This design comes from an exercise in tuning for small area, a short achievable clock period and few clock cycles per item on the open sky130 flow, not from production work.
In this exercise RTL edits were held to simulation tests only and were not proved equivalent to the original.

## flow/flow/run.sh

```bash
#!/bin/bash
# The standard layout, with the smallest buffer on every input and output
# port instead of the one buffer_ports picks by default, and gate sizing
# free to change a cell's footprint.
set -euo pipefail
bash standard.sh "BUFFER_PORTS_ARGS=-buffer_cell sky130_fd_sc_hd__buf_1" MATCH_CELL_FOOTPRINT=0 SETUP_SLACK_MARGIN=5.0 "IO_CONSTRAINTS=$(pwd)/flow/pins.tcl" "PLACE_PINS_ARGS=-min_distance 1 -min_distance_in_tracks" finish > standard_flow.log 2>&1
```

## flow/flow/pins.tcl

```tcl
# generated by gen/mkpins.py: one edge region per bit slice
set_io_pin_constraint -region bottom:6.00-62.00 -pin_names [list {keyExp[1376]} {keyExp[1344]} {keyExp[1312]} {keyExp[1280]} {keyExp[1248]} {keyExp[1216]} {keyExp[1184]} {keyExp[1152]} {keyExp[1120]} {keyExp[1088]} {keyExp[1056]} {keyExp[1024]} {keyExp[992]} {keyExp[960]} {keyExp[928]} {keyExp[896]} {keyExp[864]} {keyExp[832]} {keyExp[800]} {keyExp[768]} {keyExp[736]} {keyExp[704]} {keyExp[672]} {keyExp[640]} {keyExp[608]} {keyExp[576]} {keyExp[544]} {keyExp[512]} {keyExp[480]} {keyExp[448]} {keyExp[416]} {keyExp[384]} {keyExp[352]} {keyExp[320]} {keyExp[288]} {keyExp[256]} {keyExp[224]} {keyExp[192]} {keyExp[160]} {keyExp[128]} {keyExp[96]} {keyExp[64]} {keyExp[32]} {keyExp[0]} {cipherKey[96]} {cipherKey[64]} {cipherKey[32]} {cipherKey[0]}]
set_io_pin_constraint -region bottom:62.00-118.00 -pin_names [list {keyExp[1377]} {keyExp[1345]} {keyExp[1313]} {keyExp[1281]} {keyExp[1249]} {keyExp[1217]} {keyExp[1185]} {keyExp[1153]} {keyExp[1121]} {keyExp[1089]} {keyExp[1057]} {keyExp[1025]} {keyExp[993]} {keyExp[961]} {keyExp[929]} {keyExp[897]} {keyExp[865]} {keyExp[833]} {keyExp[801]} {keyExp[769]} {keyExp[737]} {keyExp[705]} {keyExp[673]} {keyExp[641]} {keyExp[609]} {keyExp[577]} {keyExp[545]} {keyExp[513]} {keyExp[481]} {keyExp[449]} {keyExp[417]} {keyExp[385]} {keyExp[353]} {keyExp[321]} {keyExp[289]} {keyExp[257]} {keyExp[225]} {keyExp[193]} {keyExp[161]} {keyExp[129]} {keyExp[97]} {keyExp[65]} {keyExp[33]} {keyExp[1]} {cipherKey[97]} {cipherKey[65]} {cipherKey[33]} {cipherKey[1]}]
set_io_pin_constraint -region bottom:118.00-174.00 -pin_names [list {keyExp[1378]} {keyExp[1346]} {keyExp[1314]} {keyExp[1282]} {keyExp[1250]} {keyExp[1218]} {keyExp[1186]} {keyExp[1154]} {keyExp[1122]} {keyExp[1090]} {keyExp[1058]} {keyExp[1026]} {keyExp[994]} {keyExp[962]} {keyExp[930]} {keyExp[898]} {keyExp[866]} {keyExp[834]} {keyExp[802]} {keyExp[770]} {keyExp[738]} {keyExp[706]} {keyExp[674]} {keyExp[642]} {keyExp[610]} {keyExp[578]} {keyExp[546]} {keyExp[514]} {keyExp[482]} {keyExp[450]} {keyExp[418]} {keyExp[386]} {keyExp[354]} {keyExp[322]} {keyExp[290]} {keyExp[258]} {keyExp[226]} {keyExp[194]} {keyExp[162]} {keyExp[130]} {keyExp[98]} {keyExp[66]} {keyExp[34]} {keyExp[2]} {cipherKey[98]} {cipherKey[66]} {cipherKey[34]} {cipherKey[2]}]
set_io_pin_constraint -region bottom:174.00-230.00 -pin_names [list {keyExp[1379]} {keyExp[1347]} {keyExp[1315]} {keyExp[1283]} {keyExp[1251]} {keyExp[1219]} {keyExp[1187]} {keyExp[1155]} {keyExp[1123]} {keyExp[1091]} {keyExp[1059]} {keyExp[1027]} {keyExp[995]} {keyExp[963]} {keyExp[931]} {keyExp[899]} {keyExp[867]} {keyExp[835]} {keyExp[803]} {keyExp[771]} {keyExp[739]} {keyExp[707]} {keyExp[675]} {keyExp[643]} {keyExp[611]} {keyExp[579]} {keyExp[547]} {keyExp[515]} {keyExp[483]} {keyExp[451]} {keyExp[419]} {keyExp[387]} {keyExp[355]} {keyExp[323]} {keyExp[291]} {keyExp[259]} {keyExp[227]} {keyExp[195]} {keyExp[163]} {keyExp[131]} {keyExp[99]} {keyExp[67]} {keyExp[35]} {keyExp[3]} {cipherKey[99]} {cipherKey[67]} {cipherKey[35]} {cipherKey[3]}]
set_io_pin_constraint -region bottom:230.00-286.00 -pin_names [list {keyExp[1380]} {keyExp[1348]} {keyExp[1316]} {keyExp[1284]} {keyExp[1252]} {keyExp[1220]} {keyExp[1188]} {keyExp[1156]} {keyExp[1124]} {keyExp[1092]} {keyExp[1060]} {keyExp[1028]} {keyExp[996]} {keyExp[964]} {keyExp[932]} {keyExp[900]} {keyExp[868]} {keyExp[836]} {keyExp[804]} {keyExp[772]} {keyExp[740]} {keyExp[708]} {keyExp[676]} {keyExp[644]} {keyExp[612]} {keyExp[580]} {keyExp[548]} {keyExp[516]} {keyExp[484]} {keyExp[452]} {keyExp[420]} {keyExp[388]} {keyExp[356]} {keyExp[324]} {keyExp[292]} {keyExp[260]} {keyExp[228]} {keyExp[196]} {keyExp[164]} {keyExp[132]} {keyExp[100]} {keyExp[68]} {keyExp[36]} {keyExp[4]} {cipherKey[100]} {cipherKey[68]} {cipherKey[36]} {cipherKey[4]}]
set_io_pin_constraint -region bottom:286.00-342.00 -pin_names [list {keyExp[1381]} {keyExp[1349]} {keyExp[1317]} {keyExp[1285]} {keyExp[1253]} {keyExp[1221]} {keyExp[1189]} {keyExp[1157]} {keyExp[1125]} {keyExp[1093]} {keyExp[1061]} {keyExp[1029]} {keyExp[997]} {keyExp[965]} {keyExp[933]} {keyExp[901]} {keyExp[869]} {keyExp[837]} {keyExp[805]} {keyExp[773]} {keyExp[741]} {keyExp[709]} {keyExp[677]} {keyExp[645]} {keyExp[613]} {keyExp[581]} {keyExp[549]} {keyExp[517]} {keyExp[485]} {keyExp[453]} {keyExp[421]} {keyExp[389]} {keyExp[357]} {keyExp[325]} {keyExp[293]} {keyExp[261]} {keyExp[229]} {keyExp[197]} {keyExp[165]} {keyExp[133]} {keyExp[101]} {keyExp[69]} {keyExp[37]} {keyExp[5]} {cipherKey[101]} {cipherKey[69]} {cipherKey[37]} {cipherKey[5]}]
set_io_pin_constraint -region bottom:342.00-398.00 -pin_names [list {keyExp[1382]} {keyExp[1350]} {keyExp[1318]} {keyExp[1286]} {keyExp[1254]} {keyExp[1222]} {keyExp[1190]} {keyExp[1158]} {keyExp[1126]} {keyExp[1094]} {keyExp[1062]} {keyExp[1030]} {keyExp[998]} {keyExp[966]} {keyExp[934]} {keyExp[902]} {keyExp[870]} {keyExp[838]} {keyExp[806]} {keyExp[774]} {keyExp[742]} {keyExp[710]} {keyExp[678]} {keyExp[646]} {keyExp[614]} {keyExp[582]} {keyExp[550]} {keyExp[518]} {keyExp[486]} {keyExp[454]} {keyExp[422]} {keyExp[390]} {keyExp[358]} {keyExp[326]} {keyExp[294]} {keyExp[262]} {keyExp[230]} {keyExp[198]} {keyExp[166]} {keyExp[134]} {keyExp[102]} {keyExp[70]} {keyExp[38]} {keyExp[6]} {cipherKey[102]} {cipherKey[70]} {cipherKey[38]} {cipherKey[6]}]
set_io_pin_constraint -region bottom:398.00-454.00 -pin_names [list {keyExp[1383]} {keyExp[1351]} {keyExp[1319]} {keyExp[1287]} {keyExp[1255]} {keyExp[1223]} {keyExp[1191]} {keyExp[1159]} {keyExp[1127]} {keyExp[1095]} {keyExp[1063]} {keyExp[1031]} {keyExp[999]} {keyExp[967]} {keyExp[935]} {keyExp[903]} {keyExp[871]} {keyExp[839]} {keyExp[807]} {keyExp[775]} {keyExp[743]} {keyExp[711]} {keyExp[679]} {keyExp[647]} {keyExp[615]} {keyExp[583]} {keyExp[551]} {keyExp[519]} {keyExp[487]} {keyExp[455]} {keyExp[423]} {keyExp[391]} {keyExp[359]} {keyExp[327]} {keyExp[295]} {keyExp[263]} {keyExp[231]} {keyExp[199]} {keyExp[167]} {keyExp[135]} {keyExp[103]} {keyExp[71]} {keyExp[39]} {keyExp[7]} {cipherKey[103]} {cipherKey[71]} {cipherKey[39]} {cipherKey[7]}]
set_io_pin_constraint -region right:6.00-62.00 -pin_names [list {keyExp[1392]} {keyExp[1360]} {keyExp[1328]} {keyExp[1296]} {keyExp[1264]} {keyExp[1232]} {keyExp[1200]} {keyExp[1168]} {keyExp[1136]} {keyExp[1104]} {keyExp[1072]} {keyExp[1040]} {keyExp[1008]} {keyExp[976]} {keyExp[944]} {keyExp[912]} {keyExp[880]} {keyExp[848]} {keyExp[816]} {keyExp[784]} {keyExp[752]} {keyExp[720]} {keyExp[688]} {keyExp[656]} {keyExp[624]} {keyExp[592]} {keyExp[560]} {keyExp[528]} {keyExp[496]} {keyExp[464]} {keyExp[432]} {keyExp[400]} {keyExp[368]} {keyExp[336]} {keyExp[304]} {keyExp[272]} {keyExp[240]} {keyExp[208]} {keyExp[176]} {keyExp[144]} {keyExp[112]} {keyExp[80]} {keyExp[48]} {keyExp[16]} {cipherKey[112]} {cipherKey[80]} {cipherKey[48]} {cipherKey[16]}]
set_io_pin_constraint -region right:62.00-118.00 -pin_names [list {keyExp[1393]} {keyExp[1361]} {keyExp[1329]} {keyExp[1297]} {keyExp[1265]} {keyExp[1233]} {keyExp[1201]} {keyExp[1169]} {keyExp[1137]} {keyExp[1105]} {keyExp[1073]} {keyExp[1041]} {keyExp[1009]} {keyExp[977]} {keyExp[945]} {keyExp[913]} {keyExp[881]} {keyExp[849]} {keyExp[817]} {keyExp[785]} {keyExp[753]} {keyExp[721]} {keyExp[689]} {keyExp[657]} {keyExp[625]} {keyExp[593]} {keyExp[561]} {keyExp[529]} {keyExp[497]} {keyExp[465]} {keyExp[433]} {keyExp[401]} {keyExp[369]} {keyExp[337]} {keyExp[305]} {keyExp[273]} {keyExp[241]} {keyExp[209]} {keyExp[177]} {keyExp[145]} {keyExp[113]} {keyExp[81]} {keyExp[49]} {keyExp[17]} {cipherKey[113]} {cipherKey[81]} {cipherKey[49]} {cipherKey[17]}]
set_io_pin_constraint -region right:118.00-174.00 -pin_names [list {keyExp[1394]} {keyExp[1362]} {keyExp[1330]} {keyExp[1298]} {keyExp[1266]} {keyExp[1234]} {keyExp[1202]} {keyExp[1170]} {keyExp[1138]} {keyExp[1106]} {keyExp[1074]} {keyExp[1042]} {keyExp[1010]} {keyExp[978]} {keyExp[946]} {keyExp[914]} {keyExp[882]} {keyExp[850]} {keyExp[818]} {keyExp[786]} {keyExp[754]} {keyExp[722]} {keyExp[690]} {keyExp[658]} {keyExp[626]} {keyExp[594]} {keyExp[562]} {keyExp[530]} {keyExp[498]} {keyExp[466]} {keyExp[434]} {keyExp[402]} {keyExp[370]} {keyExp[338]} {keyExp[306]} {keyExp[274]} {keyExp[242]} {keyExp[210]} {keyExp[178]} {keyExp[146]} {keyExp[114]} {keyExp[82]} {keyExp[50]} {keyExp[18]} {cipherKey[114]} {cipherKey[82]} {cipherKey[50]} {cipherKey[18]}]
set_io_pin_constraint -region right:174.00-230.00 -pin_names [list {keyExp[1395]} {keyExp[1363]} {keyExp[1331]} {keyExp[1299]} {keyExp[1267]} {keyExp[1235]} {keyExp[1203]} {keyExp[1171]} {keyExp[1139]} {keyExp[1107]} {keyExp[1075]} {keyExp[1043]} {keyExp[1011]} {keyExp[979]} {keyExp[947]} {keyExp[915]} {keyExp[883]} {keyExp[851]} {keyExp[819]} {keyExp[787]} {keyExp[755]} {keyExp[723]} {keyExp[691]} {keyExp[659]} {keyExp[627]} {keyExp[595]} {keyExp[563]} {keyExp[531]} {keyExp[499]} {keyExp[467]} {keyExp[435]} {keyExp[403]} {keyExp[371]} {keyExp[339]} {keyExp[307]} {keyExp[275]} {keyExp[243]} {keyExp[211]} {keyExp[179]} {keyExp[147]} {keyExp[115]} {keyExp[83]} {keyExp[51]} {keyExp[19]} {cipherKey[115]} {cipherKey[83]} {cipherKey[51]} {cipherKey[19]}]
set_io_pin_constraint -region right:230.00-286.00 -pin_names [list {keyExp[1396]} {keyExp[1364]} {keyExp[1332]} {keyExp[1300]} {keyExp[1268]} {keyExp[1236]} {keyExp[1204]} {keyExp[1172]} {keyExp[1140]} {keyExp[1108]} {keyExp[1076]} {keyExp[1044]} {keyExp[1012]} {keyExp[980]} {keyExp[948]} {keyExp[916]} {keyExp[884]} {keyExp[852]} {keyExp[820]} {keyExp[788]} {keyExp[756]} {keyExp[724]} {keyExp[692]} {keyExp[660]} {keyExp[628]} {keyExp[596]} {keyExp[564]} {keyExp[532]} {keyExp[500]} {keyExp[468]} {keyExp[436]} {keyExp[404]} {keyExp[372]} {keyExp[340]} {keyExp[308]} {keyExp[276]} {keyExp[244]} {keyExp[212]} {keyExp[180]} {keyExp[148]} {keyExp[116]} {keyExp[84]} {keyExp[52]} {keyExp[20]} {cipherKey[116]} {cipherKey[84]} {cipherKey[52]} {cipherKey[20]}]
set_io_pin_constraint -region right:286.00-342.00 -pin_names [list {keyExp[1397]} {keyExp[1365]} {keyExp[1333]} {keyExp[1301]} {keyExp[1269]} {keyExp[1237]} {keyExp[1205]} {keyExp[1173]} {keyExp[1141]} {keyExp[1109]} {keyExp[1077]} {keyExp[1045]} {keyExp[1013]} {keyExp[981]} {keyExp[949]} {keyExp[917]} {keyExp[885]} {keyExp[853]} {keyExp[821]} {keyExp[789]} {keyExp[757]} {keyExp[725]} {keyExp[693]} {keyExp[661]} {keyExp[629]} {keyExp[597]} {keyExp[565]} {keyExp[533]} {keyExp[501]} {keyExp[469]} {keyExp[437]} {keyExp[405]} {keyExp[373]} {keyExp[341]} {keyExp[309]} {keyExp[277]} {keyExp[245]} {keyExp[213]} {keyExp[181]} {keyExp[149]} {keyExp[117]} {keyExp[85]} {keyExp[53]} {keyExp[21]} {cipherKey[117]} {cipherKey[85]} {cipherKey[53]} {cipherKey[21]}]
set_io_pin_constraint -region right:342.00-398.00 -pin_names [list {keyExp[1398]} {keyExp[1366]} {keyExp[1334]} {keyExp[1302]} {keyExp[1270]} {keyExp[1238]} {keyExp[1206]} {keyExp[1174]} {keyExp[1142]} {keyExp[1110]} {keyExp[1078]} {keyExp[1046]} {keyExp[1014]} {keyExp[982]} {keyExp[950]} {keyExp[918]} {keyExp[886]} {keyExp[854]} {keyExp[822]} {keyExp[790]} {keyExp[758]} {keyExp[726]} {keyExp[694]} {keyExp[662]} {keyExp[630]} {keyExp[598]} {keyExp[566]} {keyExp[534]} {keyExp[502]} {keyExp[470]} {keyExp[438]} {keyExp[406]} {keyExp[374]} {keyExp[342]} {keyExp[310]} {keyExp[278]} {keyExp[246]} {keyExp[214]} {keyExp[182]} {keyExp[150]} {keyExp[118]} {keyExp[86]} {keyExp[54]} {keyExp[22]} {cipherKey[118]} {cipherKey[86]} {cipherKey[54]} {cipherKey[22]}]
set_io_pin_constraint -region right:398.00-454.00 -pin_names [list {keyExp[1399]} {keyExp[1367]} {keyExp[1335]} {keyExp[1303]} {keyExp[1271]} {keyExp[1239]} {keyExp[1207]} {keyExp[1175]} {keyExp[1143]} {keyExp[1111]} {keyExp[1079]} {keyExp[1047]} {keyExp[1015]} {keyExp[983]} {keyExp[951]} {keyExp[919]} {keyExp[887]} {keyExp[855]} {keyExp[823]} {keyExp[791]} {keyExp[759]} {keyExp[727]} {keyExp[695]} {keyExp[663]} {keyExp[631]} {keyExp[599]} {keyExp[567]} {keyExp[535]} {keyExp[503]} {keyExp[471]} {keyExp[439]} {keyExp[407]} {keyExp[375]} {keyExp[343]} {keyExp[311]} {keyExp[279]} {keyExp[247]} {keyExp[215]} {keyExp[183]} {keyExp[151]} {keyExp[119]} {keyExp[87]} {keyExp[55]} {keyExp[23]} {cipherKey[119]} {cipherKey[87]} {cipherKey[55]} {cipherKey[23]}]
set_io_pin_constraint -region top:398.00-454.00 -pin_names [list {keyExp[1384]} {keyExp[1352]} {keyExp[1320]} {keyExp[1288]} {keyExp[1256]} {keyExp[1224]} {keyExp[1192]} {keyExp[1160]} {keyExp[1128]} {keyExp[1096]} {keyExp[1064]} {keyExp[1032]} {keyExp[1000]} {keyExp[968]} {keyExp[936]} {keyExp[904]} {keyExp[872]} {keyExp[840]} {keyExp[808]} {keyExp[776]} {keyExp[744]} {keyExp[712]} {keyExp[680]} {keyExp[648]} {keyExp[616]} {keyExp[584]} {keyExp[552]} {keyExp[520]} {keyExp[488]} {keyExp[456]} {keyExp[424]} {keyExp[392]} {keyExp[360]} {keyExp[328]} {keyExp[296]} {keyExp[264]} {keyExp[232]} {keyExp[200]} {keyExp[168]} {keyExp[136]} {keyExp[104]} {keyExp[72]} {keyExp[40]} {keyExp[8]} {cipherKey[104]} {cipherKey[72]} {cipherKey[40]} {cipherKey[8]}]
set_io_pin_constraint -region top:342.00-398.00 -pin_names [list {keyExp[1385]} {keyExp[1353]} {keyExp[1321]} {keyExp[1289]} {keyExp[1257]} {keyExp[1225]} {keyExp[1193]} {keyExp[1161]} {keyExp[1129]} {keyExp[1097]} {keyExp[1065]} {keyExp[1033]} {keyExp[1001]} {keyExp[969]} {keyExp[937]} {keyExp[905]} {keyExp[873]} {keyExp[841]} {keyExp[809]} {keyExp[777]} {keyExp[745]} {keyExp[713]} {keyExp[681]} {keyExp[649]} {keyExp[617]} {keyExp[585]} {keyExp[553]} {keyExp[521]} {keyExp[489]} {keyExp[457]} {keyExp[425]} {keyExp[393]} {keyExp[361]} {keyExp[329]} {keyExp[297]} {keyExp[265]} {keyExp[233]} {keyExp[201]} {keyExp[169]} {keyExp[137]} {keyExp[105]} {keyExp[73]} {keyExp[41]} {keyExp[9]} {cipherKey[105]} {cipherKey[73]} {cipherKey[41]} {cipherKey[9]}]
set_io_pin_constraint -region top:286.00-342.00 -pin_names [list {keyExp[1386]} {keyExp[1354]} {keyExp[1322]} {keyExp[1290]} {keyExp[1258]} {keyExp[1226]} {keyExp[1194]} {keyExp[1162]} {keyExp[1130]} {keyExp[1098]} {keyExp[1066]} {keyExp[1034]} {keyExp[1002]} {keyExp[970]} {keyExp[938]} {keyExp[906]} {keyExp[874]} {keyExp[842]} {keyExp[810]} {keyExp[778]} {keyExp[746]} {keyExp[714]} {keyExp[682]} {keyExp[650]} {keyExp[618]} {keyExp[586]} {keyExp[554]} {keyExp[522]} {keyExp[490]} {keyExp[458]} {keyExp[426]} {keyExp[394]} {keyExp[362]} {keyExp[330]} {keyExp[298]} {keyExp[266]} {keyExp[234]} {keyExp[202]} {keyExp[170]} {keyExp[138]} {keyExp[106]} {keyExp[74]} {keyExp[42]} {keyExp[10]} {cipherKey[106]} {cipherKey[74]} {cipherKey[42]} {cipherKey[10]}]
set_io_pin_constraint -region top:230.00-286.00 -pin_names [list {keyExp[1387]} {keyExp[1355]} {keyExp[1323]} {keyExp[1291]} {keyExp[1259]} {keyExp[1227]} {keyExp[1195]} {keyExp[1163]} {keyExp[1131]} {keyExp[1099]} {keyExp[1067]} {keyExp[1035]} {keyExp[1003]} {keyExp[971]} {keyExp[939]} {keyExp[907]} {keyExp[875]} {keyExp[843]} {keyExp[811]} {keyExp[779]} {keyExp[747]} {keyExp[715]} {keyExp[683]} {keyExp[651]} {keyExp[619]} {keyExp[587]} {keyExp[555]} {keyExp[523]} {keyExp[491]} {keyExp[459]} {keyExp[427]} {keyExp[395]} {keyExp[363]} {keyExp[331]} {keyExp[299]} {keyExp[267]} {keyExp[235]} {keyExp[203]} {keyExp[171]} {keyExp[139]} {keyExp[107]} {keyExp[75]} {keyExp[43]} {keyExp[11]} {cipherKey[107]} {cipherKey[75]} {cipherKey[43]} {cipherKey[11]}]
set_io_pin_constraint -region top:174.00-230.00 -pin_names [list {keyExp[1388]} {keyExp[1356]} {keyExp[1324]} {keyExp[1292]} {keyExp[1260]} {keyExp[1228]} {keyExp[1196]} {keyExp[1164]} {keyExp[1132]} {keyExp[1100]} {keyExp[1068]} {keyExp[1036]} {keyExp[1004]} {keyExp[972]} {keyExp[940]} {keyExp[908]} {keyExp[876]} {keyExp[844]} {keyExp[812]} {keyExp[780]} {keyExp[748]} {keyExp[716]} {keyExp[684]} {keyExp[652]} {keyExp[620]} {keyExp[588]} {keyExp[556]} {keyExp[524]} {keyExp[492]} {keyExp[460]} {keyExp[428]} {keyExp[396]} {keyExp[364]} {keyExp[332]} {keyExp[300]} {keyExp[268]} {keyExp[236]} {keyExp[204]} {keyExp[172]} {keyExp[140]} {keyExp[108]} {keyExp[76]} {keyExp[44]} {keyExp[12]} {cipherKey[108]} {cipherKey[76]} {cipherKey[44]} {cipherKey[12]}]
set_io_pin_constraint -region top:118.00-174.00 -pin_names [list {keyExp[1389]} {keyExp[1357]} {keyExp[1325]} {keyExp[1293]} {keyExp[1261]} {keyExp[1229]} {keyExp[1197]} {keyExp[1165]} {keyExp[1133]} {keyExp[1101]} {keyExp[1069]} {keyExp[1037]} {keyExp[1005]} {keyExp[973]} {keyExp[941]} {keyExp[909]} {keyExp[877]} {keyExp[845]} {keyExp[813]} {keyExp[781]} {keyExp[749]} {keyExp[717]} {keyExp[685]} {keyExp[653]} {keyExp[621]} {keyExp[589]} {keyExp[557]} {keyExp[525]} {keyExp[493]} {keyExp[461]} {keyExp[429]} {keyExp[397]} {keyExp[365]} {keyExp[333]} {keyExp[301]} {keyExp[269]} {keyExp[237]} {keyExp[205]} {keyExp[173]} {keyExp[141]} {keyExp[109]} {keyExp[77]} {keyExp[45]} {keyExp[13]} {cipherKey[109]} {cipherKey[77]} {cipherKey[45]} {cipherKey[13]}]
set_io_pin_constraint -region top:62.00-118.00 -pin_names [list {keyExp[1390]} {keyExp[1358]} {keyExp[1326]} {keyExp[1294]} {keyExp[1262]} {keyExp[1230]} {keyExp[1198]} {keyExp[1166]} {keyExp[1134]} {keyExp[1102]} {keyExp[1070]} {keyExp[1038]} {keyExp[1006]} {keyExp[974]} {keyExp[942]} {keyExp[910]} {keyExp[878]} {keyExp[846]} {keyExp[814]} {keyExp[782]} {keyExp[750]} {keyExp[718]} {keyExp[686]} {keyExp[654]} {keyExp[622]} {keyExp[590]} {keyExp[558]} {keyExp[526]} {keyExp[494]} {keyExp[462]} {keyExp[430]} {keyExp[398]} {keyExp[366]} {keyExp[334]} {keyExp[302]} {keyExp[270]} {keyExp[238]} {keyExp[206]} {keyExp[174]} {keyExp[142]} {keyExp[110]} {keyExp[78]} {keyExp[46]} {keyExp[14]} {cipherKey[110]} {cipherKey[78]} {cipherKey[46]} {cipherKey[14]}]
set_io_pin_constraint -region top:6.00-62.00 -pin_names [list {keyExp[1391]} {keyExp[1359]} {keyExp[1327]} {keyExp[1295]} {keyExp[1263]} {keyExp[1231]} {keyExp[1199]} {keyExp[1167]} {keyExp[1135]} {keyExp[1103]} {keyExp[1071]} {keyExp[1039]} {keyExp[1007]} {keyExp[975]} {keyExp[943]} {keyExp[911]} {keyExp[879]} {keyExp[847]} {keyExp[815]} {keyExp[783]} {keyExp[751]} {keyExp[719]} {keyExp[687]} {keyExp[655]} {keyExp[623]} {keyExp[591]} {keyExp[559]} {keyExp[527]} {keyExp[495]} {keyExp[463]} {keyExp[431]} {keyExp[399]} {keyExp[367]} {keyExp[335]} {keyExp[303]} {keyExp[271]} {keyExp[239]} {keyExp[207]} {keyExp[175]} {keyExp[143]} {keyExp[111]} {keyExp[79]} {keyExp[47]} {keyExp[15]} {cipherKey[111]} {cipherKey[79]} {cipherKey[47]} {cipherKey[15]}]
set_io_pin_constraint -region left:398.00-454.00 -pin_names [list {keyExp[1400]} {keyExp[1368]} {keyExp[1336]} {keyExp[1304]} {keyExp[1272]} {keyExp[1240]} {keyExp[1208]} {keyExp[1176]} {keyExp[1144]} {keyExp[1112]} {keyExp[1080]} {keyExp[1048]} {keyExp[1016]} {keyExp[984]} {keyExp[952]} {keyExp[920]} {keyExp[888]} {keyExp[856]} {keyExp[824]} {keyExp[792]} {keyExp[760]} {keyExp[728]} {keyExp[696]} {keyExp[664]} {keyExp[632]} {keyExp[600]} {keyExp[568]} {keyExp[536]} {keyExp[504]} {keyExp[472]} {keyExp[440]} {keyExp[408]} {keyExp[376]} {keyExp[344]} {keyExp[312]} {keyExp[280]} {keyExp[248]} {keyExp[216]} {keyExp[184]} {keyExp[152]} {keyExp[120]} {keyExp[88]} {keyExp[56]} {keyExp[24]} {cipherKey[120]} {cipherKey[88]} {cipherKey[56]} {cipherKey[24]}]
set_io_pin_constraint -region left:342.00-398.00 -pin_names [list {keyExp[1401]} {keyExp[1369]} {keyExp[1337]} {keyExp[1305]} {keyExp[1273]} {keyExp[1241]} {keyExp[1209]} {keyExp[1177]} {keyExp[1145]} {keyExp[1113]} {keyExp[1081]} {keyExp[1049]} {keyExp[1017]} {keyExp[985]} {keyExp[953]} {keyExp[921]} {keyExp[889]} {keyExp[857]} {keyExp[825]} {keyExp[793]} {keyExp[761]} {keyExp[729]} {keyExp[697]} {keyExp[665]} {keyExp[633]} {keyExp[601]} {keyExp[569]} {keyExp[537]} {keyExp[505]} {keyExp[473]} {keyExp[441]} {keyExp[409]} {keyExp[377]} {keyExp[345]} {keyExp[313]} {keyExp[281]} {keyExp[249]} {keyExp[217]} {keyExp[185]} {keyExp[153]} {keyExp[121]} {keyExp[89]} {keyExp[57]} {keyExp[25]} {cipherKey[121]} {cipherKey[89]} {cipherKey[57]} {cipherKey[25]}]
set_io_pin_constraint -region left:286.00-342.00 -pin_names [list {keyExp[1402]} {keyExp[1370]} {keyExp[1338]} {keyExp[1306]} {keyExp[1274]} {keyExp[1242]} {keyExp[1210]} {keyExp[1178]} {keyExp[1146]} {keyExp[1114]} {keyExp[1082]} {keyExp[1050]} {keyExp[1018]} {keyExp[986]} {keyExp[954]} {keyExp[922]} {keyExp[890]} {keyExp[858]} {keyExp[826]} {keyExp[794]} {keyExp[762]} {keyExp[730]} {keyExp[698]} {keyExp[666]} {keyExp[634]} {keyExp[602]} {keyExp[570]} {keyExp[538]} {keyExp[506]} {keyExp[474]} {keyExp[442]} {keyExp[410]} {keyExp[378]} {keyExp[346]} {keyExp[314]} {keyExp[282]} {keyExp[250]} {keyExp[218]} {keyExp[186]} {keyExp[154]} {keyExp[122]} {keyExp[90]} {keyExp[58]} {keyExp[26]} {cipherKey[122]} {cipherKey[90]} {cipherKey[58]} {cipherKey[26]}]
set_io_pin_constraint -region left:230.00-286.00 -pin_names [list {keyExp[1403]} {keyExp[1371]} {keyExp[1339]} {keyExp[1307]} {keyExp[1275]} {keyExp[1243]} {keyExp[1211]} {keyExp[1179]} {keyExp[1147]} {keyExp[1115]} {keyExp[1083]} {keyExp[1051]} {keyExp[1019]} {keyExp[987]} {keyExp[955]} {keyExp[923]} {keyExp[891]} {keyExp[859]} {keyExp[827]} {keyExp[795]} {keyExp[763]} {keyExp[731]} {keyExp[699]} {keyExp[667]} {keyExp[635]} {keyExp[603]} {keyExp[571]} {keyExp[539]} {keyExp[507]} {keyExp[475]} {keyExp[443]} {keyExp[411]} {keyExp[379]} {keyExp[347]} {keyExp[315]} {keyExp[283]} {keyExp[251]} {keyExp[219]} {keyExp[187]} {keyExp[155]} {keyExp[123]} {keyExp[91]} {keyExp[59]} {keyExp[27]} {cipherKey[123]} {cipherKey[91]} {cipherKey[59]} {cipherKey[27]}]
set_io_pin_constraint -region left:174.00-230.00 -pin_names [list {keyExp[1404]} {keyExp[1372]} {keyExp[1340]} {keyExp[1308]} {keyExp[1276]} {keyExp[1244]} {keyExp[1212]} {keyExp[1180]} {keyExp[1148]} {keyExp[1116]} {keyExp[1084]} {keyExp[1052]} {keyExp[1020]} {keyExp[988]} {keyExp[956]} {keyExp[924]} {keyExp[892]} {keyExp[860]} {keyExp[828]} {keyExp[796]} {keyExp[764]} {keyExp[732]} {keyExp[700]} {keyExp[668]} {keyExp[636]} {keyExp[604]} {keyExp[572]} {keyExp[540]} {keyExp[508]} {keyExp[476]} {keyExp[444]} {keyExp[412]} {keyExp[380]} {keyExp[348]} {keyExp[316]} {keyExp[284]} {keyExp[252]} {keyExp[220]} {keyExp[188]} {keyExp[156]} {keyExp[124]} {keyExp[92]} {keyExp[60]} {keyExp[28]} {cipherKey[124]} {cipherKey[92]} {cipherKey[60]} {cipherKey[28]}]
set_io_pin_constraint -region left:118.00-174.00 -pin_names [list {keyExp[1405]} {keyExp[1373]} {keyExp[1341]} {keyExp[1309]} {keyExp[1277]} {keyExp[1245]} {keyExp[1213]} {keyExp[1181]} {keyExp[1149]} {keyExp[1117]} {keyExp[1085]} {keyExp[1053]} {keyExp[1021]} {keyExp[989]} {keyExp[957]} {keyExp[925]} {keyExp[893]} {keyExp[861]} {keyExp[829]} {keyExp[797]} {keyExp[765]} {keyExp[733]} {keyExp[701]} {keyExp[669]} {keyExp[637]} {keyExp[605]} {keyExp[573]} {keyExp[541]} {keyExp[509]} {keyExp[477]} {keyExp[445]} {keyExp[413]} {keyExp[381]} {keyExp[349]} {keyExp[317]} {keyExp[285]} {keyExp[253]} {keyExp[221]} {keyExp[189]} {keyExp[157]} {keyExp[125]} {keyExp[93]} {keyExp[61]} {keyExp[29]} {cipherKey[125]} {cipherKey[93]} {cipherKey[61]} {cipherKey[29]}]
set_io_pin_constraint -region left:62.00-118.00 -pin_names [list {keyExp[1406]} {keyExp[1374]} {keyExp[1342]} {keyExp[1310]} {keyExp[1278]} {keyExp[1246]} {keyExp[1214]} {keyExp[1182]} {keyExp[1150]} {keyExp[1118]} {keyExp[1086]} {keyExp[1054]} {keyExp[1022]} {keyExp[990]} {keyExp[958]} {keyExp[926]} {keyExp[894]} {keyExp[862]} {keyExp[830]} {keyExp[798]} {keyExp[766]} {keyExp[734]} {keyExp[702]} {keyExp[670]} {keyExp[638]} {keyExp[606]} {keyExp[574]} {keyExp[542]} {keyExp[510]} {keyExp[478]} {keyExp[446]} {keyExp[414]} {keyExp[382]} {keyExp[350]} {keyExp[318]} {keyExp[286]} {keyExp[254]} {keyExp[222]} {keyExp[190]} {keyExp[158]} {keyExp[126]} {keyExp[94]} {keyExp[62]} {keyExp[30]} {cipherKey[126]} {cipherKey[94]} {cipherKey[62]} {cipherKey[30]}]
set_io_pin_constraint -region left:6.00-62.00 -pin_names [list {keyExp[1407]} {keyExp[1375]} {keyExp[1343]} {keyExp[1311]} {keyExp[1279]} {keyExp[1247]} {keyExp[1215]} {keyExp[1183]} {keyExp[1151]} {keyExp[1119]} {keyExp[1087]} {keyExp[1055]} {keyExp[1023]} {keyExp[991]} {keyExp[959]} {keyExp[927]} {keyExp[895]} {keyExp[863]} {keyExp[831]} {keyExp[799]} {keyExp[767]} {keyExp[735]} {keyExp[703]} {keyExp[671]} {keyExp[639]} {keyExp[607]} {keyExp[575]} {keyExp[543]} {keyExp[511]} {keyExp[479]} {keyExp[447]} {keyExp[415]} {keyExp[383]} {keyExp[351]} {keyExp[319]} {keyExp[287]} {keyExp[255]} {keyExp[223]} {keyExp[191]} {keyExp[159]} {keyExp[127]} {keyExp[95]} {keyExp[63]} {keyExp[31]} {cipherKey[127]} {cipherKey[95]} {cipherKey[63]} {cipherKey[31]}]
```

## flow/standard.sh

```bash
#!/bin/bash
# synth_recipe.tcl (not shown) runs the flow's synth.tcl, then flattens the netlist and writes it again
# the make line also repeats each setting of config.mk as NAME=value (left out here)
make -C /OpenROAD-flow-scripts/flow DESIGN_CONFIG=/design/flow/config.mk WORK_HOME=/design/flow/orfs CLKGATE_MAP_FILE= SYNTH_SCRIPT=/design/flow/synth_recipe.tcl "${@:-finish}"
```

## flow/config.mk

```make
export PLATFORM = sky130hd
export DESIGN_NAME = keyExpansionTop
export DESIGN_NICKNAME = keyExpansionTop
export VERILOG_FILES = /design/flow/design.v
export SDC_FILE = /design/flow/constraint.sdc
export NUM_CORES = 4
export LEC_CHECK = 0
export ABC_AREA = 1
export CAP_MARGIN = 20
export CORE_AREA = 2 2 458 458
export DIE_AREA = 0 0 460 460
export SLEW_MARGIN = 20
```

## flow/constraint.sdc

```tcl
create_clock -name core_clock -period 10.0 [get_ports {clock}]
set_input_delay 2.0000 -clock core_clock [delete_from_list [all_inputs] [get_ports {clock}]]
set_output_delay 2.0000 -clock core_clock [all_outputs]
set_load 0.01 [all_outputs]
```

## flow/design.v

```verilog
package aesKeyPkg;
	typedef logic [31:0] word32;  
	typedef logic [127:0] aesKey128;  
	typedef logic [1407:0] expandedKey;  
	typedef logic [3:0] roundIndex;
	typedef logic [7:0] rconByte;
	localparam roundIndex numRounds = 4'd10;
	localparam int numWords = 14;
endpackage
`timescale 1ns/1ps
module sboxLookup(input [31:0] inWord, output [31:0] outWord);
  localparam [2047:0] SBOX = {
		128'h637c777bf26b6fc53001672bfed7ab76, 128'hca82c97dfa5947f0add4a2af9ca472c0,
		128'hb7fd9326363ff7cc34a5e5f171d83115, 128'h04c723c31896059a071280e2eb27b275,
		128'h09832c1a1b6e5aa0523bd6b329e32f84, 128'h53d100ed20fcb15b6acbbe394a4c58cf,
		128'hd0efaafb434d338545f9027f503c9fa8, 128'h51a3408f929d38f5bcb6da2110fff3d2,
		128'hcd0c13ec5f974417c4a77e3d645d1973, 128'h60814fdc222a908846eeb814de5e0bdb,
		128'he0323a0a4906245cc2d3ac629195e479, 128'he7c8376d8dd54ea96c56f4ea657aae08,
		128'hba78252e1ca6b4c6e8dd741f4bbd8b8a, 128'h703eb5664803f60e613557b986c11d9e,
		128'he1f8981169d98e949b1e87e9ce5528df, 128'h8ca1890dbfe6426841992d0fb054bb16};
  genvar b;
  generate for (b=0;b<4;b=b+1) begin : g
    wire [7:0] x = inWord[8*b +: 8];
    assign outWord[8*b +: 8] = SBOX[2047 - 8*x -: 8];
  end endgenerate
endmodule
`timescale 1ns/1ps
module keyLoader (
	input logic [3:0][31:0] words,  
	input logic [2:0] step,
	input aesKeyPkg::rconByte rconOdd,
	input aesKeyPkg::rconByte rconEven,
	output aesKeyPkg::word32 prevOdd,  
	output aesKeyPkg::word32 prevEven  
);
	aesKeyPkg::word32 fixOdd, fixEven;
	always_comb
	begin
		fixOdd = '0;
		fixEven = '0;
		case (step)
			3'd1:
			begin
				fixOdd = words[0] ^ words[1] ^ words[2];  
				fixEven = words[0];  
			end
			3'd2:
			begin
				fixOdd = words[2];  
			end
			default:
			begin
			end
		endcase
	end
	assign prevOdd = words[3] ^ fixOdd ^ {rconOdd, 24'h000000};
	assign prevEven = words[2] ^ fixEven ^ {rconEven, 24'h000000};
endmodule
`timescale 1ns/1ps
module roundKeyGenerator (
	input logic clock,
	input logic reset,
	input logic start,
	output logic shift,  
	output logic [2:0] step,  
	output aesKeyPkg::rconByte rconOdd,  
	output aesKeyPkg::rconByte rconEven,  
	output logic done
);
	logic running;
	logic [2:0] count;
	always_ff @(posedge clock)
	begin
		if (reset)
		begin
			running <= 1'b0;
			done <= 1'b0;
		end
		else if (start)
		begin
			running <= 1'b1;
			done <= 1'b0;
		end
		else if (running && count == 3'd5)
		begin
			running <= 1'b0;
			done <= 1'b1;
		end
	end
	always_ff @(posedge clock)
	begin
		if (start)
			count <= 3'd1;
		else if (running)
			count <= count + 3'd1;
	end
	always_comb
	begin
		case (count)
			3'd1: {rconOdd, rconEven} = 16'h0102;
			3'd2: {rconOdd, rconEven} = 16'h0408;
			3'd3: {rconOdd, rconEven} = 16'h1020;
			3'd4: {rconOdd, rconEven} = 16'h4080;
			3'd5: {rconOdd, rconEven} = 16'h1b36;
			default: {rconOdd, rconEven} = 16'h0000;
		endcase
	end
	assign shift = running;
	assign step = count;
endmodule
`timescale 1ns/1ps
module keyScheduleStore (
	input logic clock,
	input logic start,
	input logic shift,
	input logic [3:0][31:0] loadWords,
	input aesKeyPkg::word32 nextOdd,  
	input aesKeyPkg::word32 nextEven,  
	output logic [13:0][31:0] words
);
	always_ff @(posedge clock)
	begin
		if (start)
			words[3:0] <= loadWords;
		else if (shift)
			words[3:0] <= {words[1:0], nextOdd, nextEven};
	end
	always_ff @(posedge clock)
	begin
		if (shift)
			words[13:4] <= words[11:2];
	end
endmodule
`timescale 1ns/1ps
module keyExpansionTop (
	input logic clock,
	input logic reset,
	input logic start,
	input aesKeyPkg::aesKey128 cipherKey,
	output aesKeyPkg::expandedKey keyExp,
	output logic keyExpDone
);
	logic [13:0][31:0] words;  
	aesKeyPkg::word32 subOdd, subEven;
	aesKeyPkg::word32 prevOdd, prevEven;
	aesKeyPkg::word32 nextOdd, nextEven;
	aesKeyPkg::rconByte rconOdd, rconEven;
	logic [2:0] step;
	logic shift;
	roundKeyGenerator control (
		.clock(clock),
		.reset(reset),
		.start(start),
		.shift(shift),
		.step(step),
		.rconOdd(rconOdd),
		.rconEven(rconEven),
		.done(keyExpDone)
	);
	keyLoader tap (
		.words(words[3:0]),
		.step(step),
		.rconOdd(rconOdd),
		.rconEven(rconEven),
		.prevOdd(prevOdd),
		.prevEven(prevEven)
	);
	sboxLookup sboxOdd (
		.inWord({words[0][23:0], words[0][31:24]}),
		.outWord(subOdd)
	);
	assign nextOdd = prevOdd ^ subOdd;
	sboxLookup sboxEven (
		.inWord({nextOdd[23:0], nextOdd[31:24]}),
		.outWord(subEven)
	);
	assign nextEven = prevEven ^ subEven;
	keyScheduleStore store (
		.clock(clock),
		.start(start),
		.shift(shift),
		.loadWords(cipherKey),  
		.nextOdd(nextOdd),
		.nextEven(nextEven),
		.words(words)
	);
	aesKeyPkg::word32 a [0:10];
	aesKeyPkg::word32 b [0:10];
	aesKeyPkg::word32 c [0:10];
	aesKeyPkg::word32 d [0:10];
	assign d[0] = words[10];
	assign c[0] = words[11];
	assign b[0] = words[12];
	assign a[0] = words[13];
	assign d[1] = words[9];
	assign c[1] = d[1] ^ d[0];
	assign b[1] = c[1] ^ c[0];
	assign a[1] = c[1] ^ (b[0] ^ c[0]);
	for (genvar r = 2; r <= 10; r++)
	begin : g_round
		assign d[r] = words[10 - r];
		assign c[r] = d[r] ^ d[r - 1];
		assign b[r] = d[r] ^ d[r - 2];
		assign a[r] = c[r] ^ c[r - 2];
	end
	for (genvar r = 0; r <= 10; r++)
	begin : g_out
		assign keyExp[1407 - 128 * r -: 128] = {a[r], b[r], c[r], d[r]};
	end
endmodule
```

==> results.yml, run 1 <==
timing:
  tns_ns: 0
  fin_crit_sh: 0.487
  period_minus_slack_ns: 4.87
  fmax_ghz: 0.205
  hold_violations: 0
  slew_viol_final: 0
  worstMarginPinSlew_ns: 0.988
  rsz0062_at_grt: "false"
  fin_skew_ns: 0.0365
  max-slew-margin-rel: 0.337
  finalSetupViolCount: 0
  fin_ws_ns: 5.13
clocking:
  clock-sinks: 453
  numCtsBuffers: 66
  hold_buffers: 0
  clk_latency_ns: 0.71
  cts-root-buf: "clkbuf_16"
  cts_buffer_depth: 3
  clk_pin_slew_ns: 0.07
  tritoncts: "built"
  htreeDepth: 3
synthesis:
  yosysMostFrequentCell: "nand2_1"
  synth_common_cells: "1,970 x nand2_1, 1,837 x nand3_1, 988 x xor2_1"
  synth_edf_count: 448
  synth_area_leaders: "edfxtp_1 27%, nand3_1 18%, xor2_1 17%"
  synth_top_area_share: 0.268
  ys_types: 51
  synth_nets: 7514
  synth_area_leader_cell: "edfxtp_1"
  synth_flop_cell: "edfxtp_1"
  synth-seq-area-share: 0.270
  syn_avg_cell_area_um2: 6.90
  post_synth_inst_count: 7267
  netlist_area_mm2: 0.0501
  ys_async_sr_fraction: 0
  ys_warn_count: 8
  ys_seq_elements: 453
routing:
  dr_total_vias: 59667
  dr.first_iter.drc_count: 8388
  post_drt_wl_per_cell_um: 23.2
  wirelength_um: 261000
  antenna_left: 0
  drc: 0
  drt_pass1_iterations: 7
  detail_route.vias_per_cell: 5.29
floorplan:
  die_width_um: 460
  rows: 167
  die_h_um: 460
  io_pins: 1540
  core_area_mm2: 0.207
  initial_core_util: 0.242
  dieArea_mm2: 0.212
global_routing:
  grt_pass1_vias: 53995
  grt_pass1_wl_um: 370000
  antenna_found_initial: 21
  track_usage: 0.230
  grt_max_degree: 96
  grt_overflow: 0
setup_path:
  worstPathMaxFanout: 14
  path_buf_inv: 4
  arrival_ns: 5.30
  worst_path_most_repeated_cell: "nand2_1"
  end_kind: "flop"
  r2r_cells: 29
  rrSetupSlack_ns: 5.13
  rr_startpoint: "store.words[0]"
  crit_path_start_kind: "flop"
  criticalPathCategory: "flop to flop"
  worstReg2RegEnd: "store.words[19]"
  crit_required_ns: 10.43
  critical-path-top-delay-family: "simple AND/OR/NAND/NOR gates"
  cp_slowest_cell: "edfxtp_1"
  cpPeakStageDelay_ns: 0.34
  crit_cells: 29
run:
  drv_cap: 0
placement:
  routabilityCongestion: 1.05
  portBuffers: 1539
  hpwl_um: 192000
  pre_cts_ws_ns: 3.63
cells_and_area:
  drive_gt1_frac: 0.0569
  nets: 8755
  fillers: 22750
  register_area_mm2: 0.0136
  syn_to_final_growth_pct: 21.1
  multi_input_area_mm2: 0.0334
outcome:
  outcome: "finished clean"
min_path:
  whs_endpoint: "store.words[400]"
  min_from: "store.words[336]"
  hold_class: "flop to flop"
  whs_path_depth: 0
worst register-to-register path, delay by kind of cell (launching register included):
kind                     cells  cell delay [ns]
adder cells (fa/ha/maj)      2             0.65
buffers and inverters        4             0.62
flip-flops                   1             0.34
AND/OR/NAND/NOR             23             2.99
sequential cells by signal, indices dropped and copies added, names as in the netlist:
name             count
control.count        3
control.done         1
store.words        448
control.running      1
cell usage in the layout, fill, tap and decap left out, types with 17 or more instances in the layout:
cell,instances
nand2_1,1922
nand3_1,1813
buf_1,1538
xor2_1,984
edfxtp_1,448
inv_1,286
nor2_1,259
o21ai_0,204
a21oi_1,176
nand2_2,99
ha_1,96
o211ai_1,87
buf_4,71
clkbuf_16,68
xnor2_1,48
o21ai_1,40
inv_2,31
nand2_4,29
o22ai_1,25
buf_6,25
nand3_2,23
clkinv_1,22
a31oi_1,20
nand4_1,19
ha_2,17
repair_timing:
action,4_1_cts,5_1_grt
pin swaps,0,2
setup buffers,3,10
gates cloned,0,2
setup endpoints to repair,34,32
resized for setup,83,140
how the worst max path moves through the flow:
stage / from / endpoint / slack (ns)
floorplan: control.running / store.words[0] / 5.51
global placement: store.words[16] / store.words[1] / 3.51
detailed placement: store.words[16] / store.words[5] / 3.63
CTS: store.words[16] / store.words[5] / 4.99
global route: store.words[26] / store.words[9] / 4.99
finish: store.words[0] / store.words[19] / 5.13
cell families after synthesis:
family / Yosys count / share of synthesized area
fa+ha+maj: 116 / 0.0290
flops: 453 / 0.270
compound gates: 610 / 0.0699
buf+inv: 820 / 0.0765
simple gates: 4224 / 0.371
xor+xnor: 1044 / 0.183
metal layers:
metal  up-vias  global-route usage  share of wire
li1      26865                   -              -
met1     27587               0.304           0.41
met2      4483               0.349           0.43
met3       720              0.0591           0.11
met4        12               0.109          0.050
met5         -                   0        0.00035
cell type report:
type / instances / share of cell area
Antenna cell: 9 / 0.000371
Clock buffer: 77 / 0.0286
Clock inverter: 40 / 0.00736
Inverter: 344 / 0.0224
Multi-Input combinational cell: 5995 / 0.550
Sequential cell: 453 / 0.223
Tap cell: 2704 / 0.0557
Timing Repair Buffer: 1647 / 0.112
Timing Repair inverter: 1 / 0.0000824
through the flow:
step / util / instance area, µm² / hold WS, ns / instances
2_1_floorplan: - / 50100 / 0.472 / 7267
3_3_place_gp: 0.278 / 57600 / 0.494 / 11129
3_5_place_dp: 0.278 / 57600 / 0.530 / 11129
4_1_cts: 0.290 / 60100 / 0.542 / 11249
5_1_grt: 0.293 / 60700 / 0.561 / 11263
6_report: 0.294 / 60700 / 0.539 / 11270
Testbench counts, summed over its fixed seeds: cycles 4,800, keys 800.
==> run 2: changes to the inputs <==
==> flow/flow/run.sh (replaced) <==
#!/bin/bash
# The standard layout, with the smallest buffer on every input and output
# port instead of the one buffer_ports picks by default, and gate sizing
# free to change a cell's footprint.
set -euo pipefail
bash standard.sh "BUFFER_PORTS_ARGS=-buffer_cell sky130_fd_sc_hd__buf_1" MATCH_CELL_FOOTPRINT=0 SETUP_SLACK_MARGIN=5.4 "IO_CONSTRAINTS=$(pwd)/flow/pins.tcl" "PLACE_PINS_ARGS=-min_distance 1 -min_distance_in_tracks" finish > standard_flow.log 2>&1
==> results.yml, run 2 <==
synthesis:
  yosysMostFrequentCell: "nand2_1"
  syn_avg_cell_area_um2: 6.90
  ys_warn_count: 8
  synth-seq-area-share: 0.270
  ys_seq_elements: 453
  post_synth_inst_count: 7267
  synth_top_area_share: 0.268
  synth_area_leader_cell: "edfxtp_1"
  ys_types: 51
  synth_area_leaders: "edfxtp_1 27%, nand3_1 18%, xor2_1 17%"
  synth_nets: 7514
  synth_common_cells: "1,970 x nand2_1, 1,837 x nand3_1, 988 x xor2_1"
  synth_edf_count: 448
  netlist_area_mm2: 0.0501
  synth_flop_cell: "edfxtp_1"
  ys_async_sr_fraction: 0
cells_and_area:
  top_regs: "store.words: 448 flops, control.count: 3 flops"
  nets: 8831
  syn_to_final_growth_pct: 24.6
  final_cell_mix: "1,879 x nand2_1, 1,775 x nand3_1, 1,538 x buf_1, 979 x xor2_1, 448 x edfxtp_1"
  largest-register: "store.words"
  drive_gt1_frac: 0.0805
  final_common_cell: "nand2_1"
  largest_reg_flops: 448
run:
  drv_cap: 0
timing:
  period_minus_slack_ns: 4.61
  hold_violations: 0
  tns_ns: 0
  slew_viol_final: 0
  finalSetupViolCount: 0
  fin_crit_sh: 0.461
  fin_ws_ns: 5.39
  rsz0062_at_grt: "true"
  fin_skew_ns: 0.0371
  fmax_ghz: 0.217
  max-slew-margin-rel: 0.335
  worstMarginPinSlew_ns: 0.990
setup_path:
  rrSetupSlack_ns: 5.39
  crit_path_start_kind: "flop"
  crit_required_ns: 10.43
  arrival_ns: 5.04
  worstPathMaxFanout: 16
  criticalPathCategory: "flop to flop"
  end_kind: "flop"
routing:
  drc: 0
  drt_pass1_iterations: 9
  detail_route.vias_per_cell: 5.32
  dr_total_vias: 60386
  dr.first_iter.drc_count: 9023
  wirelength_um: 266000
  antenna_left: 0
  post_drt_wl_per_cell_um: 23.4
placement:
  hpwl_um: 192000
  pre_cts_ws_ns: 3.63
  routabilityCongestion: 1.05
  portBuffers: 1539
clocking:
  cts-root-buf: "clkbuf_16"
  cts_buffer_depth: 3
  clock-sinks: 453
  htreeDepth: 3
  hold_buffers: 0
  tritoncts: "built"
  clk_pin_slew_ns: 0.05
  clk_latency_ns: 0.71
  numCtsBuffers: 66
global_routing:
  track_usage: 0.231
  grt_max_degree: 96
  grt_pass1_wl_um: 371000
  grt_pass1_vias: 54171
  antenna_found_initial: 23
  grt_overflow: 0
floorplan:
  die_width_um: 460
  core_area_mm2: 0.207
  initial_core_util: 0.242
  dieArea_mm2: 0.212
  die_h_um: 460
  rows: 167
  io_pins: 1540
min_path:
  hold_class: "flop to flop"
outcome:
  outcome: "finished clean"
==> run 2: cell counts after synthesis <==
Identical to the previous run, type by type.
==> run 2: area by class of cell <==
type,instances,area [µm²]
tap,2704,3380
fill,22634,144000
multi-input combinational,6006,34400
clock inverter,40,447
antenna,7,17.5
clock buffer,77,1740
sequential,453,13600
inverter,344,1430
timing repair inverter,1,5.00
timing repair buffer,1712,7500
==> run 2: per-layer routing <==
layer | track usage | up-vias | part of all wire | wire, µm
li1 | - | 27027 | - | -
met1 | 0.307 | 27928 | 0.40 | 107000
met2 | 0.350 | 4610 | 0.43 | 113000
met3 | 0.0566 | 809 | 0.11 | 30400
met4 | 0.109 | 12 | 0.056 | 14800
met5 | 0 | - | 0.00035 | 94
==> run 2: repair_timing <==
item	in CTS	in global routing
setup buffers	14	63
gates cloned	2	12
pin swaps	3	33
setup endpoints to repair	44	34
gates resized for setup	224	268
==> run 2: critical path: stages (launching register included) <==
cell and delay [ns]:
edfxtp_1 0.36, buf_8 0.24, ha_1 0.32, inv_1 0.10, nor2_1 0.51, nor2_1 0.23
nand2_1 0.15, nand3_1 0.09, nand3_1 0.10, nand3_1 0.11, nand3_1 0.18, nand3_2 0.31
nand2_8 0.25, buf_4 0.21, nand3_1 0.20, nand4_1 0.15, nand3_2 0.18, nand3_1 0.18
nand3_1 0.11, nand2_1 0.09, nand2_1 0.05, nand3_1 0.14, nand2_1 0.07
==> run 2: worst paths after layout <==
check | startpoint | endpoint | depth (start not counted)
max | store.words[25] | store.words[10] | 22
min | store.words[336] | store.words[400] | 0
max reg2reg | store.words[25] | store.words[10] | 22
min reg2reg | store.words[336] | store.words[400] | 0
==> run 2: cell families (layout without fill, tap and decap cells) <==
group,count (synthesis),count (layout),share of synthesized area
AND/OR/NAND/NOR,4224,4236,0.371
other,0,7,0
XOR/XNOR,1044,1044,0.183
flip-flops,453,453,0.270
buffers and inverters,820,2174,0.0765
adder cells (fa/ha/maj),116,116,0.0290
AO/OA/AOI/OAI,610,610,0.0699
==> run 2: through the flow <==
stage          instance area [µm²]   util  hold slack [ns]  cells
2_1_floorplan                50100      -            0.472   7267
3_3_place_gp                 57600  0.278            0.494  11129
3_5_place_dp                 57600  0.278            0.530  11129
4_1_cts                      60800  0.294            0.542  11262
5_1_grt                      62500  0.302            0.561  11339
6_report                     62500  0.302            0.539  11344

-- afterwards: timing with drivers on the ports --
The flow's constraints put no driver on any port. The routed layouts listed below were extracted and timed again, unchanged, in two steps. Step 1 sets driving cells, clkbuf_16 on the clock port and buf_2 on the other inputs (assumed; they add their load-dependent delay and slew). Step 2 times the ports against the registers' clock, not the clock port: input delays grow and output delays shrink by t, the midpoint of the rising clock arrivals with the driver on. Three values: ideal ports, drivers, drivers and shift; two values: the first two.
| run | shift t [ns] | setup slack, ns | worst setup path after step 2 |
|---|---|---|---|
| run 1 | 0.778 | 5.127 / 5.127 / 5.127 | register to register |
| run 2 | 0.782 | 5.395 / 5.386 / 5.395 | register to register |
After both steps every run listed still meets setup and hold.
